Context: an optimization exercise on an open-source flow, tuned for small area, a short achievable clock period and few clock cycles per item. The choices shown serve that exercise and are no tape-out recipe. Only simulation tests tie the RTL to the original design; equivalence was not proved.

[design/flow/run.sh]
#!/bin/bash
# synth_recipe.tcl (not shown) runs the flow's synth.tcl, then flattens the netlist and writes it again
# the make line also repeats each setting of config.mk as NAME=value (left out here)
make -C /OpenROAD-flow-scripts/flow DESIGN_CONFIG=/design/flow/config.mk WORK_HOME=/design/flow/orfs CLKGATE_MAP_FILE= SYNTH_SCRIPT=/design/flow/synth_recipe.tcl finish
[design/flow/config.mk]
export PLATFORM = sky130hd
export DESIGN_NAME = polygon_best_fit_normal
export DESIGN_NICKNAME = polygon_best_fit_normal
export VERILOG_FILES = /design/flow/design.v
export SDC_FILE = /design/flow/constraint.sdc
export NUM_CORES = 4
export LEC_CHECK = 0
export CAP_MARGIN = 20
export CORE_MARGIN = 2
export CORE_UTILIZATION = 40
export SLEW_MARGIN = 20
[design/flow/constraint.sdc]
create_clock -name core_clock -period 11.0 [get_ports {i_clk}]
set_input_delay 2.2000 -clock core_clock [delete_from_list [all_inputs] [get_ports {i_clk}]]
set_output_delay 2.2000 -clock core_clock [all_outputs]
set_load 0.01 [all_outputs]
[design/flow/design.v]
`timescale 1ns / 1ps
package pbfn_pkg;
    localparam int COORD_BITS_DEF   = 24;
    localparam int MAX_VERTICES_DEF = 1024;
    localparam int SUM_W            = 64;
    localparam int NRM_W            = 32;
    localparam int ONE_Q30          = 1 << 30;
    typedef struct packed {
        logic signed [SUM_W-1:0] x;
        logic signed [SUM_W-1:0] y;
        logic signed [SUM_W-1:0] z;
    } t_sum;
endpackage
`timescale 1ns / 1ps
module pbfn_queue (
    input  logic           i_clk,
    input  logic           i_rst_n,
    input  logic           i_wr_valid,
    output logic           o_wr_ready,
    input  pbfn_pkg::t_sum i_wr_data,
    output logic           o_rd_valid,
    input  logic           i_rd_ready,
    output pbfn_pkg::t_sum o_rd_data
);
    pbfn_pkg::t_sum r_mem0;
    pbfn_pkg::t_sum r_mem1;
    logic       r_wp;
    logic       r_rp;
    logic [1:0] r_cnt;
    logic       wr_en;
    logic       rd_en;
    assign o_wr_ready = (r_cnt != 2'd2);
    assign o_rd_valid = (r_cnt != 2'd0);
    assign o_rd_data  = r_rp ? r_mem1 : r_mem0;
    assign wr_en      = i_wr_valid && o_wr_ready;
    assign rd_en      = o_rd_valid && i_rd_ready;
    always_ff @(posedge i_clk) begin
        if (!i_rst_n) begin
            r_wp  <= 1'b0;
            r_rp  <= 1'b0;
            r_cnt <= 2'd0;
        end else begin
            if (wr_en) begin
                if (r_wp) r_mem1 <= i_wr_data;
                else      r_mem0 <= i_wr_data;
                r_wp        <= ~r_wp;
            end
            if (rd_en) r_rp <= ~r_rp;
            r_cnt <= r_cnt + 2'(wr_en) - 2'(rd_en);
        end
    end
endmodule
`timescale 1ns / 1ps
module pbfn_front #(
    parameter int COORD_BITS   = pbfn_pkg::COORD_BITS_DEF,
    parameter int MAX_VERTICES = pbfn_pkg::MAX_VERTICES_DEF
) (
    input  logic           i_clk,
    input  logic           i_rst_n,
    input  logic           i_vtx_valid,
    output logic           o_vtx_ready,
    input  logic signed [COORD_BITS-1:0] i_vtx_x,
    input  logic signed [COORD_BITS-1:0] i_vtx_y,
    input  logic signed [COORD_BITS-1:0] i_vtx_z,
    input  logic           i_vtx_last,
    output logic           o_push_valid,
    input  logic           i_push_ready,
    output pbfn_pkg::t_sum o_push_sums
);
    localparam int EW = COORD_BITS + 1;
    localparam int PW = 2 * EW;
    localparam int CW = $clog2(MAX_VERTICES + 1);
    typedef enum logic [1:0] {F_IDLE, F_MUL, F_ACC, F_PUSH} t_fstate;
    typedef logic signed [COORD_BITS-1:0] t_crd;
    t_fstate             r_state;
    logic                r_have_first;
    logic [CW-1:0]       r_cnt;
    logic                r_fin;
    logic                r_closing;
    t_crd                r_first [3];
    t_crd                r_prev  [3];
    t_crd                r_ep    [3];
    t_crd                r_ec    [3];
    logic signed [PW-1:0] r_prod [3];
    logic signed [pbfn_pkg::SUM_W-1:0] r_sum [3];
    t_crd                cur [3];
    logic [CW-1:0]       n_cnt;
    logic                last_eff;
    logic signed [EW-1:0] s_a [3];
    logic signed [EW-1:0] d_a [3];
    logic signed [pbfn_pkg::SUM_W-1:0] sat [3];
    logic signed [pbfn_pkg::SUM_W:0]   wide [3];
    assign cur[0] = i_vtx_x;
    assign cur[1] = i_vtx_y;
    assign cur[2] = i_vtx_z;
    assign o_vtx_ready  = (r_state == F_IDLE);
    assign o_push_valid = (r_state == F_PUSH);
    assign o_push_sums  = {r_sum[0], r_sum[1], r_sum[2]};
    assign n_cnt    = r_have_first ? r_cnt + 1'b1 : {{(CW-1){1'b0}}, 1'b1};
    assign last_eff = i_vtx_last || (n_cnt == MAX_VERTICES);
    always_comb begin
        s_a[0] = {r_ep[2][COORD_BITS-1], r_ep[2]} + {r_ec[2][COORD_BITS-1], r_ec[2]};
        d_a[0] = {r_ep[1][COORD_BITS-1], r_ep[1]} - {r_ec[1][COORD_BITS-1], r_ec[1]};
        s_a[1] = {r_ep[0][COORD_BITS-1], r_ep[0]} + {r_ec[0][COORD_BITS-1], r_ec[0]};
        d_a[1] = {r_ep[2][COORD_BITS-1], r_ep[2]} - {r_ec[2][COORD_BITS-1], r_ec[2]};
        s_a[2] = {r_ep[1][COORD_BITS-1], r_ep[1]} + {r_ec[1][COORD_BITS-1], r_ec[1]};
        d_a[2] = {r_ep[0][COORD_BITS-1], r_ep[0]} - {r_ec[0][COORD_BITS-1], r_ec[0]};
        for (int i = 0; i < 3; i++) begin
            wide[i] = {r_sum[i][pbfn_pkg::SUM_W-1], r_sum[i]} + {{(pbfn_pkg::SUM_W+1-PW){r_prod[i][PW-1]}}, r_prod[i]};
            if (wide[i][pbfn_pkg::SUM_W] != wide[i][pbfn_pkg::SUM_W-1])
                sat[i] = wide[i][pbfn_pkg::SUM_W] ? {1'b1, {(pbfn_pkg::SUM_W-1){1'b0}}}
                                        : {1'b0, {(pbfn_pkg::SUM_W-1){1'b1}}};
            else
                sat[i] = wide[i][pbfn_pkg::SUM_W-1:0];
        end
    end
    always_ff @(posedge i_clk) begin
        if (!i_rst_n) begin
            r_state      <= F_IDLE;
            r_have_first <= 1'b0;
        end else begin
            unique case (r_state)
                F_IDLE: begin
                    if (i_vtx_valid) begin
                        r_cnt <= n_cnt;
                        for (int i = 0; i < 3; i++) r_prev[i] <= cur[i];
                        if (!r_have_first) begin
                            r_have_first <= 1'b1;
                            for (int i = 0; i < 3; i++) begin
                                r_first[i] <= cur[i];
                                r_sum[i]   <= '0;
                                r_ep[i]    <= cur[i];
                                r_ec[i]    <= cur[i];
                            end
                            r_fin     <= 1'b1;
                            r_closing <= 1'b1;
                            if (last_eff) r_state <= F_MUL;
                        end else begin
                            for (int i = 0; i < 3; i++) begin
                                r_ep[i] <= r_prev[i];
                                r_ec[i] <= cur[i];
                            end
                            r_fin     <= last_eff;
                            r_closing <= 1'b0;
                            r_state   <= F_MUL;
                        end
                    end
                end
                F_MUL: begin
                    for (int i = 0; i < 3; i++) r_prod[i] <= s_a[i] * d_a[i];
                    r_state <= F_ACC;
                end
                F_ACC: begin
                    for (int i = 0; i < 3; i++) r_sum[i] <= sat[i];
                    if (r_fin && !r_closing) begin
                        for (int i = 0; i < 3; i++) begin
                            r_ep[i] <= r_prev[i];
                            r_ec[i] <= r_first[i];
                        end
                        r_closing <= 1'b1;
                        r_state   <= F_MUL;
                    end else if (r_fin) begin
                        r_state <= F_PUSH;
                    end else begin
                        r_state <= F_IDLE;
                    end
                end
                F_PUSH: begin
                    if (i_push_ready) begin
                        r_have_first <= 1'b0;
                        r_state      <= F_IDLE;
                    end
                end
                default: r_state <= F_IDLE;
            endcase
        end
    end
endmodule
`timescale 1ns / 1ps
module pbfn_norm (
    input  logic           i_clk,
    input  logic           i_rst_n,
    input  logic           i_q_valid,
    output logic           o_q_ready,
    input  pbfn_pkg::t_sum i_q_data,
    output logic           o_nrm_valid,
    input  logic           i_nrm_ready,
    output logic signed [pbfn_pkg::NRM_W-1:0] o_nrm_x,
    output logic signed [pbfn_pkg::NRM_W-1:0] o_nrm_y,
    output logic signed [pbfn_pkg::NRM_W-1:0] o_nrm_z,
    output logic           o_nrm_degenerate
);
    typedef enum logic [3:0] {
        B_IDLE, B_MAX, B_SHIFT, B_SQM, B_SQA, B_SQRT, B_DIVL, B_DIV, B_OUT
    } t_bstate;
    t_bstate           r_state;
    logic [pbfn_pkg::SUM_W-1:0]  r_m   [3];
    logic              r_neg [3];
    logic [pbfn_pkg::SUM_W-1:0]  r_max;
    logic [pbfn_pkg::SUM_W-1:0]  r_sq;
    logic [61:0]       r_prod;
    logic [1:0]        r_idx;
    logic [5:0]        r_cnt;
    logic [pbfn_pkg::SUM_W-1:0]  r_rad;
    logic [33:0]       r_rem;
    logic [31:0]       r_root;
    logic [61:0]       r_num;
    logic [31:0]       r_drem;
    logic [60:0]       r_quo;
    logic [pbfn_pkg::NRM_W-1:0]  r_nrm [3];
    logic              r_deg;
    logic              r_ovalid;
    logic signed [pbfn_pkg::SUM_W-1:0] sv [3];
    logic [pbfn_pkg::SUM_W-1:0]  mx01;
    logic [pbfn_pkg::SUM_W-1:0]  mx;
    logic [35:0]       rem_n;
    logic [35:0]       trial;
    logic [32:0]       dr_n;
    logic              qbit;
    logic [61:0]       qf;
    logic [pbfn_pkg::NRM_W-1:0]  q32;
    logic [pbfn_pkg::SUM_W-1:0]  sq_n;
    assign sv[0] = i_q_data.x;
    assign sv[1] = i_q_data.y;
    assign sv[2] = i_q_data.z;
    assign o_q_ready        = (r_state == B_IDLE);
    assign o_nrm_valid     = r_ovalid;
    assign o_nrm_x   = r_nrm[0];
    assign o_nrm_y   = r_nrm[1];
    assign o_nrm_z   = r_nrm[2];
    assign o_nrm_degenerate = r_deg;
    always_comb begin
        mx01  = (r_m[0] > r_m[1]) ? r_m[0] : r_m[1];
        mx    = (mx01 > r_m[2]) ? mx01 : r_m[2];
        rem_n = {r_rem, r_rad[pbfn_pkg::SUM_W-1 -: 2]};
        trial = {2'b00, r_root, 2'b01};
        dr_n  = {r_drem, r_num[61]};
        qbit  = (dr_n >= {1'b0, r_root});
        qf    = {r_quo, qbit};
        q32   = (qf > 62'(pbfn_pkg::ONE_Q30)) ? 32'h4000_0000 : qf[pbfn_pkg::NRM_W-1:0];
        sq_n  = r_sq + {2'b00, r_prod};
    end
    always_ff @(posedge i_clk) begin
        if (!i_rst_n) begin
            r_state  <= B_IDLE;
            r_ovalid <= 1'b0;
        end else begin
            unique case (r_state)
                B_IDLE: begin
                    if (i_q_valid) begin
                        for (int i = 0; i < 3; i++) begin
                            r_neg[i] <= sv[i][pbfn_pkg::SUM_W-1];
                            r_m[i]   <= sv[i][pbfn_pkg::SUM_W-1] ? -sv[i] : sv[i];
                        end
                        r_state <= B_MAX;
                    end
                end
                B_MAX: begin
                    if (mx == '0) begin
                        for (int i = 0; i < 3; i++) r_nrm[i] <= '0;
                        r_deg    <= 1'b1;
                        r_ovalid <= 1'b1;
                        r_state  <= B_OUT;
                    end else begin
                        r_max   <= mx;
                        r_state <= B_SHIFT;
                    end
                end
                B_SHIFT: begin
                    if (r_max[pbfn_pkg::SUM_W-1:31] != '0) begin
                        r_max <= r_max >> 1;
                        for (int i = 0; i < 3; i++) r_m[i] <= r_m[i] >> 1;
                    end else begin
                        r_sq    <= '0;
                        r_idx   <= 2'd0;
                        r_state <= B_SQM;
                    end
                end
                B_SQM: begin
                    r_prod  <= r_m[r_idx][30:0] * r_m[r_idx][30:0];
                    r_state <= B_SQA;
                end
                B_SQA: begin
                    r_sq <= sq_n;
                    if (r_idx == 2'd2) begin
                        r_rad   <= sq_n;
                        r_rem   <= '0;
                        r_root  <= '0;
                        r_cnt   <= '0;
                        r_state <= B_SQRT;
                    end else begin
                        r_idx   <= r_idx + 2'd1;
                        r_state <= B_SQM;
                    end
                end
                B_SQRT: begin
                    if (rem_n >= trial) begin
                        r_rem  <= 34'(rem_n - trial);
                        r_root <= {r_root[30:0], 1'b1};
                    end else begin
                        r_rem  <= rem_n[33:0];
                        r_root <= {r_root[30:0], 1'b0};
                    end
                    r_rad <= r_rad << 2;
                    r_cnt <= r_cnt + 6'd1;
                    if (r_cnt == 6'd31) begin
                        r_idx   <= 2'd0;
                        r_state <= B_DIVL;
                    end
                end
                B_DIVL: begin
                    r_num   <= {1'b0, r_m[r_idx][30:0], 30'd0} + 62'(r_root[31:1]);
                    r_drem  <= '0;
                    r_quo   <= '0;
                    r_cnt   <= '0;
                    r_state <= B_DIV;
                end
                B_DIV: begin
                    r_drem <= qbit ? 32'(dr_n - {1'b0, r_root}) : dr_n[31:0];
                    r_num  <= r_num << 1;
                    r_quo  <= qf[60:0];
                    r_cnt  <= r_cnt + 6'd1;
                    if (r_cnt == 6'd61) begin
                        r_nrm[r_idx] <= r_neg[r_idx] ? -q32 : q32;
                        if (r_idx == 2'd2) begin
                            r_deg    <= 1'b0;
                            r_ovalid <= 1'b1;
                            r_state  <= B_OUT;
                        end else begin
                            r_idx   <= r_idx + 2'd1;
                            r_state <= B_DIVL;
                        end
                    end
                end
                B_OUT: begin
                    if (i_nrm_ready) begin
                        r_ovalid <= 1'b0;
                        r_state  <= B_IDLE;
                    end
                end
                default: r_state <= B_IDLE;
            endcase
        end
    end
endmodule
`timescale 1ns / 1ps
module polygon_best_fit_normal #(
    parameter int COORD_BITS   = pbfn_pkg::COORD_BITS_DEF,
    parameter int MAX_VERTICES = pbfn_pkg::MAX_VERTICES_DEF
) (
    input  logic       i_clk,
    input  logic       i_rst_n,
    input  logic       i_vtx_valid,
    output logic       o_vtx_ready,
    input  logic signed [COORD_BITS-1:0] i_vtx_x,
    input  logic signed [COORD_BITS-1:0] i_vtx_y,
    input  logic signed [COORD_BITS-1:0] i_vtx_z,
    input  logic       i_vtx_last,
    output logic       o_nrm_valid,
    input  logic       i_nrm_ready,
    output logic signed [pbfn_pkg::NRM_W-1:0] o_nrm_x,
    output logic signed [pbfn_pkg::NRM_W-1:0] o_nrm_y,
    output logic signed [pbfn_pkg::NRM_W-1:0] o_nrm_z,
    output logic       o_nrm_degenerate
);
    logic push_valid;
    logic push_ready;
    pbfn_pkg::t_sum push_sums;
    logic pop_valid;
    logic pop_ready;
    pbfn_pkg::t_sum pop_sums;
    pbfn_front #(
        .COORD_BITS   (COORD_BITS),
        .MAX_VERTICES (MAX_VERTICES)
    ) u_front (
        .i_clk        (i_clk),
        .i_rst_n      (i_rst_n),
        .i_vtx_valid  (i_vtx_valid),
        .o_vtx_ready  (o_vtx_ready),
        .i_vtx_x      (i_vtx_x),
        .i_vtx_y      (i_vtx_y),
        .i_vtx_z      (i_vtx_z),
        .i_vtx_last   (i_vtx_last),
        .o_push_valid (push_valid),
        .i_push_ready (push_ready),
        .o_push_sums  (push_sums)
    );
    pbfn_queue u_queue (
        .i_clk      (i_clk),
        .i_rst_n    (i_rst_n),
        .i_wr_valid (push_valid),
        .o_wr_ready (push_ready),
        .i_wr_data  (push_sums),
        .o_rd_valid (pop_valid),
        .i_rd_ready (pop_ready),
        .o_rd_data  (pop_sums)
    );
    pbfn_norm u_norm (
        .i_clk     (i_clk),
        .i_rst_n   (i_rst_n),
        .i_q_valid (pop_valid),
        .o_q_ready (pop_ready),
        .i_q_data  (pop_sums),
        .o_nrm_valid      (o_nrm_valid),
        .i_nrm_ready      (i_nrm_ready),
        .o_nrm_x          (o_nrm_x),
        .o_nrm_y          (o_nrm_y),
        .o_nrm_z          (o_nrm_z),
        .o_nrm_degenerate (o_nrm_degenerate)
    );
endmodule
==> flow_metrics.env <==
export IMPL_reg2reg_slack_ps=500
export IMPL_clock_sinks=1782
export IMPL_start_util=0.402
export IMPL_clock_latency_ps=970
export IMPL_syn_inst=19300
export IMPL_cp_arrival_ps=11120
export IMPL_gp_congestion=0.977
export IMPL_slew_headroom=0.180
export IMPL_end_kind="flop"
export IMPL_crit_path_start_kind="flop"
export IMPL_worst_path_max_delay_cell="fa_1"
export IMPL_timing_final_ws_setup_ps=497
export IMPL_path_class="flop to flop"
export IMPL_avgSynthCellArea_um2=9.97
export IMPL_cts_tree="built"
export IMPL_postCtsResizedCells=0
export IMPL_crit_end="u_front.r_prod[0][42]"
export IMPL_dieArea_um2=487000
export IMPL_grt_first_pass_wirelength_um=856000
export IMPL_routed_wl_um=558000
export IMPL_hold_buffers=0
export IMPL_async_flop_share=0
export IMPL_max_freq_mhz=95.2
export IMPL_yosysWarnings=17
export IMPL_rr_worst_depth=39
export IMPL_rr_endpoint="u_front.r_prod[0][42]"
export IMPL_drt_iter0_drc=10500
export IMPL_area_delta_synth_final_pct=9.40
export IMPL_worstMarginPinSlew_ps=1220
export IMPL_wl_per_cell_um=21.5
export IMPL_post_cts_buffers=0
export IMPL_max_stage_delay_ps=570
export IMPL_postRouteAntennaNets=0
export IMPL_synth_nets=23400
export IMPL_synthFlopType="edfxtp_1"
export IMPL_fin_nets=23500
export IMPL_hold_viol_final=0
export IMPL_place_port_buffers=175
export IMPL_holdCritPathClass="flop to flop"
export IMPL_syn_cell_area_um2=193000
export IMPL_synth_seq_area_share=0.277
export IMPL_dr_total_vias=137000
export IMPL_worstPathRequired_ps=11620
export IMPL_die_y_um=698
export IMPL_cp_startpoint="u_front.r_ec[2][0]"
export IMPL_grt_max_degree=273
export IMPL_setup_viol_count_final=0
export IMPL_synth_top_cell_area_share=0.284
export IMPL_synth_cell_type_count=114
export IMPL_timing_final_crit_share=0.955
export IMPL_grt_usage=0.227
export IMPL_maxCapViolCount=0
export IMPL_cts_root_buffer="clkbuf_16"
export IMPL_ys_ff_latch=1782
export IMPL_pre_cts_slack_ps=249
export IMPL_critPathMaxFanout=7
export IMPL_clk_pin_slew_worst_paths_ps=60
export IMPL_cts_inserted_buffers=201
export IMPL_period_needed_ps=10500
export IMPL_rows=254
export IMPL_grt_antenna_before_repair=18
export IMPL_die_width_um=698
export IMPL_skew_ps=101
export IMPL_htreeDepth=4
export IMPL_avgViaCountPerCell=5.27
export IMPL_clock_path_buffers=4
export IMPL_grt_pass1_vias=140000
export IMPL_dp_hpwl_um=443000
export IMPL_grt_overflow_total=0
export IMPL_synth_top_area_cell="fa_1"
export IMPL_yosys_top_cells_area="fa_1 28%, edfxtp_1 28%, ha_1 8.3%"
export IMPL_drcViolationCount=0
export IMPL_slew_viol_final=0
export IMPL_core_area_um2=479000
export IMPL_outcome="finished clean"
export IMPL_ios=176
export IMPL_timing_rr_start="u_front.r_ec[2][0]"
export IMPL_synth_edf_count=1770
export IMPL_dr_pass1_iters=6
export IMPL_crit_top_cell="fa_1"
export IMPL_drive_above_1_share=0.0570
## layer usage
metal,vias to the layer above,track usage,share of wire
li1,63000,-,-
met1,68200,0.312,0.44
met2,4631,0.353,0.44
met3,1018,0.0431,0.077
met4,12,0.0935,0.049
met5,-,0,0.00013
## synthesized netlist by cell type (99+ instances only)
master / number
a21o_1: 409
nand2b_1: 190
fa_1: 2734
nor4_1: 99
xor2_1: 326
xnor2_1: 618
nand4_1: 114
inv_1: 3168
and2_1: 230
a21oi_1: 809
edfxtp_1: 1770
nor2_1: 1605
nor3_1: 208
ha_1: 1281
nand2_1: 2315
clkbuf_1: 622
nor2b_1: 158
nand3_1: 173
o21ai_0: 790
o21bai_1: 110
mux2i_1: 246
## critical path: cells and delay by family (launching register included)
family	cells	cell delay [ps]
adder cells (fa/ha/maj)	10	4600
AO/OA/AOI/OAI	17	3620
AND/OR/NAND/NOR	5	910
XOR/XNOR	2	440
flip-flops	1	410
buffers and inverters	5	280
## area by class of cell
type / count / area [um2]
clock inverter: 143 / 1370
inverter: 3183 / 11900
tap: 6400 / 8010
timing repair buffer: 588 / 4980
multi-input combinational: 13600 / 126000
fill: 45800 / 268000
sequential: 1782 / 53400
clock buffer: 228 / 5200
antenna: 5 / 12.5
## state kept, by name, indices dropped and copies added, names as in the netlist, 11 cells and up
| signal | flops |
|---|---|
| u_queue.r_mem1 | 192 |
| u_front.r_first | 72 |
| u_norm.r_prod | 61 |
| u_norm.r_max | 33 |
| u_norm.r_rem | 34 |
| u_norm.r_rad | 64 |
| u_front.r_prod | 150 |
| u_front.r_cnt | 11 |
| u_norm.r_drem | 32 |
| u_norm.r_quo | 61 |
| u_queue.r_mem0 | 192 |
| u_norm.r_nrm | 96 |
| u_norm.r_root | 32 |
| u_norm.r_m | 192 |
| u_norm.r_sq | 64 |
| u_norm.r_num | 62 |
| u_front.r_sum | 192 |
| u_front.r_prev | 72 |
| u_front.r_ec | 72 |
| u_front.r_ep | 72 |
## worst min-delay path by stage
stage	startpoint	to	slack, ps	cells past startpoint
after floorplan	u_front.r_sum[2][0]	u_queue.r_mem0[0]	450	0
after global placement	u_front.r_sum[1][62]	u_queue.r_mem0[126]	460	0
after detailed placement	u_front.r_sum[0][63]	u_queue.r_mem1[191]	490	0
after CTS	u_front.r_sum[0][14]	u_queue.r_mem1[142]	470	0
after global routing	u_front.r_sum[2][63]	u_queue.r_mem0[63]	460	0
final	u_front.r_sum[2][63]	u_queue.r_mem1[63]	450	0
## stage by stage
step	instance area (um2)	utilization	std cells	setup TNS, ps	hold slack, ps
after floorplan	193000	-	19300	0	452
after global placement	204000	0.426	25600	0	464
after detailed placement	204000	0.426	25600	0	485
after CTS	211000	0.440	26000	0	474
after global routing	211000	0.440	26000	-90.6	464
final	211000	0.440	26000	0	453
## kinds of logic after synthesis
| group | synth area share |
|---|---|
| AO/OA/AOI/OAI | 0.0931 |
| buffers and inverters | 0.0773 |
| XOR/XNOR | 0.0429 |
| flip-flops | 0.277 |
| multiplexers | 0.0180 |
| AND/OR/NAND/NOR | 0.125 |
| adder cells (fa/ha/maj) | 0.367 |
## cell usage in the layout (no fill, tap or decap), drive strengths merged, types with 103 or more instances in the layout
cell,n
inv,3186
fa,2734
nand2,2316
edfxtp,1770
nor2,1606
ha,1281
o21ai,890
a21oi,810
xnor2,619
buf,414
a21o,409
xor2,326
mux2i,248
and2,231
clkbuf,228
nor3,213
nand2b,191
clkdlybuf4s50,174
nand3,174
nor2b,158
nand4,114
o21bai,110
clkinv,105
nor4,103
Testbench counts, summed over its fixed seeds: cycles 215,971, polygons 900.

port drivers added, routing unchanged:
Ports are ideal in the flow. The routed layout listed here was re-timed in OpenROAD. Step 1 sets driving cells, clkbuf_16 on the clock port and buf_2 on the other inputs (assumed; they add their load-dependent delay and slew). Step 2 moves the port delays by t, midway between the first and last clock arrival at a register: inputs arrive t later, outputs are due t later. That takes back most of the time a late clock gives input paths. Three values: ideal, step 1, step 2; two values: the first two.
t, ns: 1.025
setup slack, ns: 0.497 / 0.497 / 0.497
hold slack, ns: 0.453 / 0.453 / 0.453
worst slew at a driven data input, ns: 0.21
After both steps this run still meets setup and hold. For this run, drivers alone change the setup slack by 0.000 ns; drivers and shift together by 0.000 ns.
